This design comes from an exercise in tuning for small area, a short achievable clock period and few clock cycles on the open sky130 flow, not from production work. The RTL was checked by simulation tests, not by an equivalence proof against the original design.

==> flow/design.v (excerpt) <==
module fftTop (
	input logic CLK,
	input logic RESET,
	input logic act,
	input logic [PAR_W-1:0] par,
	input logic [ADDR_W-1:0] dataBase,
	input logic [ADDR_W-1:0] twidBase,
	input logic memNext,
	input logic memRdy,
	input logic [1:0] memRspTag,
	input logic [31:0] memRspData,
	output logic next,
	output logic done,
	output logic memAct,
	output logic memReqWrite,
	output logic [ADDR_W-1:0] memReqAddr,
	output logic [31:0] memReqData,
	output logic [1:0] memReqTag
);
Size: roughly 7,300 cells after synthesis, ~1,200 flip-flops, roughly 150 I/O pins, ~78,000 um2 of cells after synthesis.
make LEC_CHECK=0 CAP_MARGIN=20 CORE_MARGIN=2 CORE_UTILIZATION=45 CTS_BUF_LIST=sky130_fd_sc_hd__clkbuf_8 CTS_CLUSTER_DIAMETER=55 CTS_CLUSTER_SIZE=12 PLACE_DENSITY=0.6 SETUP_SLACK_MARGIN=5 SLEW_MARGIN=20 finish   # period 9.0 ns
run.sh (not shown) runs the stock make flow with config.mk's settings and CLKGATE_MAP_FILE= SYNTH_SCRIPT=/design/flow/synth_recipe.tcl, a recipe that flattens the netlist after the stock synthesis.
Testbench counts at the start, summed over its fixed seeds: cycles 71,644.
Change:
--- a/flow/design.v
+++ b/flow/design.v
@@ -380,25 +380,25 @@
 	logic wcLast;
 	logic [ADDR_W-1:0] wcAddr;
 	logic [1:0] wcB;
 	logic [1:0] wcK;
 	logic reqFree;
 	logic rdIssue;
 	logic wrIssue;
 	logic [NB-1:0][3:0][31:0] bufD;
 	logic [1:0][2:0][31:0] twD;
 	assign twOff = (sTi == 2'd0) ? {1'b0, iU, 1'b0} :
 		(sTi == 2'd1) ? {2'b0, iU} : ({2'b0, iU} | nQuarter);
 	assign rdOff = (iHi | iLo) | (sK[0] ? iH : 16'd0) | (sK[1] ? {iH[14:0], 1'b0} : 16'd0);
-	assign wSlot = dC2[wPtr] ? {wk[0], wk[1]} : wk;
+	assign wSlot = wk;
 	assign wrWant = dAlloc[wPtr] & (fin[wPtr][wSlot] |
 		(t4v & t4[0] & (t4[4:3] == wPtr) & (pSlot(t4[2:1], wSlot) | qSlot(t4[2:1], wSlot))));
 	assign wkLast = dC2[wPtr] ? (wk == 2'd3) : (wk == 2'd1);
 	assign wH = 16'd1 << dS[wPtr];
 	assign wrOff = dIdx[wPtr] | (wSlot[0] ? wH : 16'd0) | (wSlot[1] ? {wH[14:0], 1'b0} : 16'd0);
 	assign reqFree = ~memAct | memNext;
 	assign wrIssue = reqFree & wcV;
 	assign rdIssue = reqFree & rcV & ~wcV;
 	assign wrLoad = wrWant & (~wcV | wrIssue);
 	assign rdLoad = (iIss | allocOk) & (~rcV | rdIssue);
 	always_ff @(posedge CLK or negedge RESET) begin
 		if (!RESET) begin
@@ -441,43 +441,48 @@
 			memReqTag <= {~wcV & rcTw, 1'b0};
 			memReqAddr <= wcV ? wcAddr : rcAddr;
 			memReqData <= bufD[wcB][wcK];
 		end
 	end
 	logic rspV;
 	logic [31:0] rspD;
 	logic rspTw;
 	logic [1:0] rb;
 	logic [1:0] rS;
 	logic [1:0] rT;
 	logic rLast;
+	logic [NB-1:0][3:0] rTgt;
 	assign rspV = memRdy;
 	assign rspD = memRspData;
 	assign rspTw = memRspTag[1];
 	assign rLast = (rS == (dC2[rb] ? 2'd3 : 2'd1));
 	always_ff @(posedge CLK or negedge RESET) begin
 		if (!RESET) begin
 			rb <= '0;
 			rS <= '0;
 			rT <= '0;
+			rTgt <= {{(4*NB-1){1'b0}}, 1'b1};
 		end else if (rspV) begin
 			if (rspTw) begin
 				rT <= rT + 1'b1;
 			end else begin
 				rT <= '0;
+				rTgt <= '0;
 				if (rLast) begin
 					rS <= '0;
 					rb <= inc3(rb);
+					rTgt[inc3(rb)][0] <= 1'b1;
 				end else begin
 					rS <= rS + 1'b1;
+					rTgt[rb][rS + 1'b1] <= 1'b1;
 				end
 			end
 		end
 	end
 	always_ff @(posedge CLK) begin
 		if (rspV & rspTw)
 			twD[dGrp[rb]][rT] <= rspD;
 	end
 	logic [1:0] cb;
 	logic [1:0] cop;
 	logic cGap;
 	logic got2;
@@ -569,25 +574,25 @@
 		.w(twD[dGrp[cb]][wSel]),
 		.v1(t1v),
 		.xHalf(xHalf),
 		.eHalf(eHalf),
 		.oHalf(oHalf)
 	);
 	assign sSwap = t3v ? t3[1] : t4[1];
 	assign pHalf = sSwap ? oHalf : eHalf;
 	assign qHalf = sSwap ? eHalf : oHalf;
 	always_ff @(posedge CLK) begin
 		for (int b = 0; b < NB; b++) begin
 			for (int k = 0; k < 4; k++) begin
-				if (rspV && !rspTw && rb == b[1:0] && rS == k[1:0])
+				if (rspV && !rspTw && rTgt[b][k])
 					bufD[b][k] <= rspD;
 				if (t3v && t3[4:3] == b[1:0] && pSlot(t3[2:1], k[1:0]))
 					bufD[b][k][31:16] <= pHalf;
 				if (t3v && t3[4:3] == b[1:0] && qSlot(t3[2:1], k[1:0]))
 					bufD[b][k][31:16] <= qHalf;
 				if (t4v && t4[4:3] == b[1:0] && pSlot(t4[2:1], k[1:0]))
 					bufD[b][k][15:0] <= pHalf;
 				if (t4v && t4[4:3] == b[1:0] && qSlot(t4[2:1], k[1:0]))
 					bufD[b][k][15:0] <= qHalf;
 			end
 		end
 	end
=> Global-route usage is higher by 0.69 points. Via count is higher by 0.39%. Routed wire length is higher by 2.1%.
Testbench counts after the change, summed over its fixed seeds: cycles 71,793.

* * *

Setup of v13:
fftTop, a different RTL version from the one above (not shown whole).
Size: about 7200 cells after synthesis, roughly 1200 flip-flops, about 77000 um^2 of cells after synthesis.
// fftTop
module fftTop (
	input logic CLK,
	input logic RESET,
	input logic act,
	input logic [PAR_W-1:0] par,
	input logic [ADDR_W-1:0] dataBase,
	input logic [ADDR_W-1:0] twidBase,
	input logic memNext,
	input logic memRdy,
	input logic [1:0] memRspTag,
	input logic [31:0] memRspData,
	output logic next,
	output logic done,
	output logic memAct,
	output logic memReqWrite,
	output logic [ADDR_W-1:0] memReqAddr,
	output logic [31:0] memReqData,
	output logic [1:0] memReqTag
);
export LEC_CHECK = 0
export CAP_MARGIN = 20
export CORE_MARGIN = 2
export CORE_UTILIZATION = 45
export CTS_BUF_LIST = sky130_fd_sc_hd__clkbuf_8
export CTS_CLUSTER_DIAMETER = 55
export CTS_CLUSTER_SIZE = 12
export PLACE_DENSITY = 0.6
export SETUP_SLACK_MARGIN = 5
export SLEW_MARGIN = 20
create_clock -name core_clock -period 9.0 [get_ports {CLK}]
Testbench counts of v13, summed over its fixed seeds: cycles 73,141.
What v35 does differently from v13 at the input level:
--- a/flow/design.v
+++ b/flow/design.v
@@ -386,13 +386,13 @@
 	logic wrIssue;
 	logic [NB-1:0][3:0][31:0] bufD;
 	logic [1:0][2:0][31:0] twD;
 	assign twOff = (sTi == 2'd0) ? {1'b0, iU, 1'b0} :
 		(sTi == 2'd1) ? {2'b0, iU} : ({2'b0, iU} | nQuarter);
 	assign rdOff = (iHi | iLo) | (sK[0] ? iH : 16'd0) | (sK[1] ? {iH[14:0], 1'b0} : 16'd0);
-	assign wSlot = dC2[wPtr] ? {wk[0], wk[1]} : wk;
+	assign wSlot = wk;
 	assign wrWant = dAlloc[wPtr] & (fin[wPtr][wSlot] |
 		(t4v & t4[0] & (t4[4:3] == wPtr) & (pSlot(t4[2:1], wSlot) | qSlot(t4[2:1], wSlot))));
 	assign wkLast = dC2[wPtr] ? (wk == 2'd3) : (wk == 2'd1);
 	assign wH = 16'd1 << dS[wPtr];
 	assign wrOff = dIdx[wPtr] | (wSlot[0] ? wH : 16'd0) | (wSlot[1] ? {wH[14:0], 1'b0} : 16'd0);
 	assign reqFree = ~memAct | memNext;
@@ -478,12 +478,13 @@
 			twD[dGrp[rb]][rT] <= rspD;
 	end
 	logic [1:0] cb;
 	logic [1:0] cop;
 	logic cGap;
 	logic got2;
+	logic yNow;
 	logic opReady;
 	logic a1Wb;
 	logic [31:0] yOp;
 	logic opLast;
 	logic cIssue;
 	logic [1:0] xSel;
@@ -503,16 +504,17 @@
 	logic [15:0] eHalf;
 	logic [15:0] oHalf;
 	logic [15:0] pHalf;
 	logic [15:0] qHalf;
 	logic sSwap;
 	assign got2 = rDone[cb] | ((rb == cb) & rS[1]);
+	assign yNow = rspV & ~rspTw & (rb == cb) & (rS == (cop[0] ? 2'd3 : 2'd1));
 	always_comb begin
 		case (cop)
-			2'd0: opReady = got2;
-			2'd1: opReady = rDone[cb];
+			2'd0: opReady = got2 | yNow;
+			2'd1: opReady = rDone[cb] | yNow;
 			2'd2: opReady = aDone[cb] | a1Wb;
 			default: opReady = 1'b1;
 		endcase
 		case (cop)
 			2'd0: begin xSel = 2'd0; ySel = 2'd1; wSel = 2'd0; end
 			2'd1: begin xSel = 2'd2; ySel = 2'd3; wSel = 2'd0; end
@@ -520,13 +522,14 @@
 			default: begin xSel = 2'd1; ySel = 2'd3; wSel = 2'd2; end
 		endcase
 	end
 	assign opLast = ~dC2[cb] | (cop == 2'd3);
 	assign cIssue = dAlloc[cb] & ~cDone[cb] & ~cGap & opReady;
 	assign a1Wb = t4v & (t4[4:3] == cb) & (t4[2:1] == 2'd1);
-	assign yOp = (cop == 2'd2 && !aDone[cb]) ? {bufD[cb][2][31:16], qHalf} : bufD[cb][ySel];
+	assign yOp = (!cop[1] && yNow) ? rspD :
+		(cop == 2'd2 && !aDone[cb]) ? {bufD[cb][2][31:16], qHalf} : bufD[cb][ySel];
 	always_ff @(posedge CLK or negedge RESET) begin
 		if (!RESET) begin
 			cb <= '0;
 			cop <= '0;
 			cGap <= 1'b0;
 			t1v <= 1'b0;
==> comparison <==
The total routing usage reported by global routing on v13 is in line with that on v35. | worst hold slack after final layout | v35 vs v13 | ≈ equal |. NOTE number of standard cells after synthesis v13->v35 increased by a few percent. [compare] base=v13 new=v35: row count rose 0.66%, setup skew after layout lower, data required time at the worst endpoint fell by 0.14 ns, area growth from synthesis to layout went down. v13 → v35: die span in y went up by 2.7 um, maximum net fanout on the critical path went up by 12. Compared with v13, v35 has extra setup slack. First-pass GRT wire length on v35 is behind v13. Against v13, multi-input gate area in the final layout in v35 rose slightly.
Testbench counts of v35, summed over its fixed seeds: cycles 71,793.

## port drivers added, routing unchanged
Ports are ideal in the flow. The routed layouts listed here were re-timed in OpenROAD. Step 1: set_driving_cell puts a clkbuf_16 on CLK and a buf_2 on each other input, an assumption about the parent block. Step 2 times the ports against the registers' clock, not the clock port: input delays grow and output delays shrink by t, the midpoint of the rising clock arrivals with the driver on. a / b / c = no drivers / after step 1 / after step 2; a / b = the first two.
run	t, ns	setup WS [ns]	pins driven straight from the clock port
the first run of note 1	1.014	4.798 / 4.798 / 4.036	1
the second run of note 1	1.011	4.917 / 4.917 / 4.123	1
v13	1.001	4.508 / 4.508 / 4.137	1
v35	1.026	5.021 / 4.953 / 3.927	1
After both steps setup and hold are still met in every run listed. For v35, which loses most, drivers alone change the setup slack by -0.068 ns; drivers and shift together by -1.094 ns.
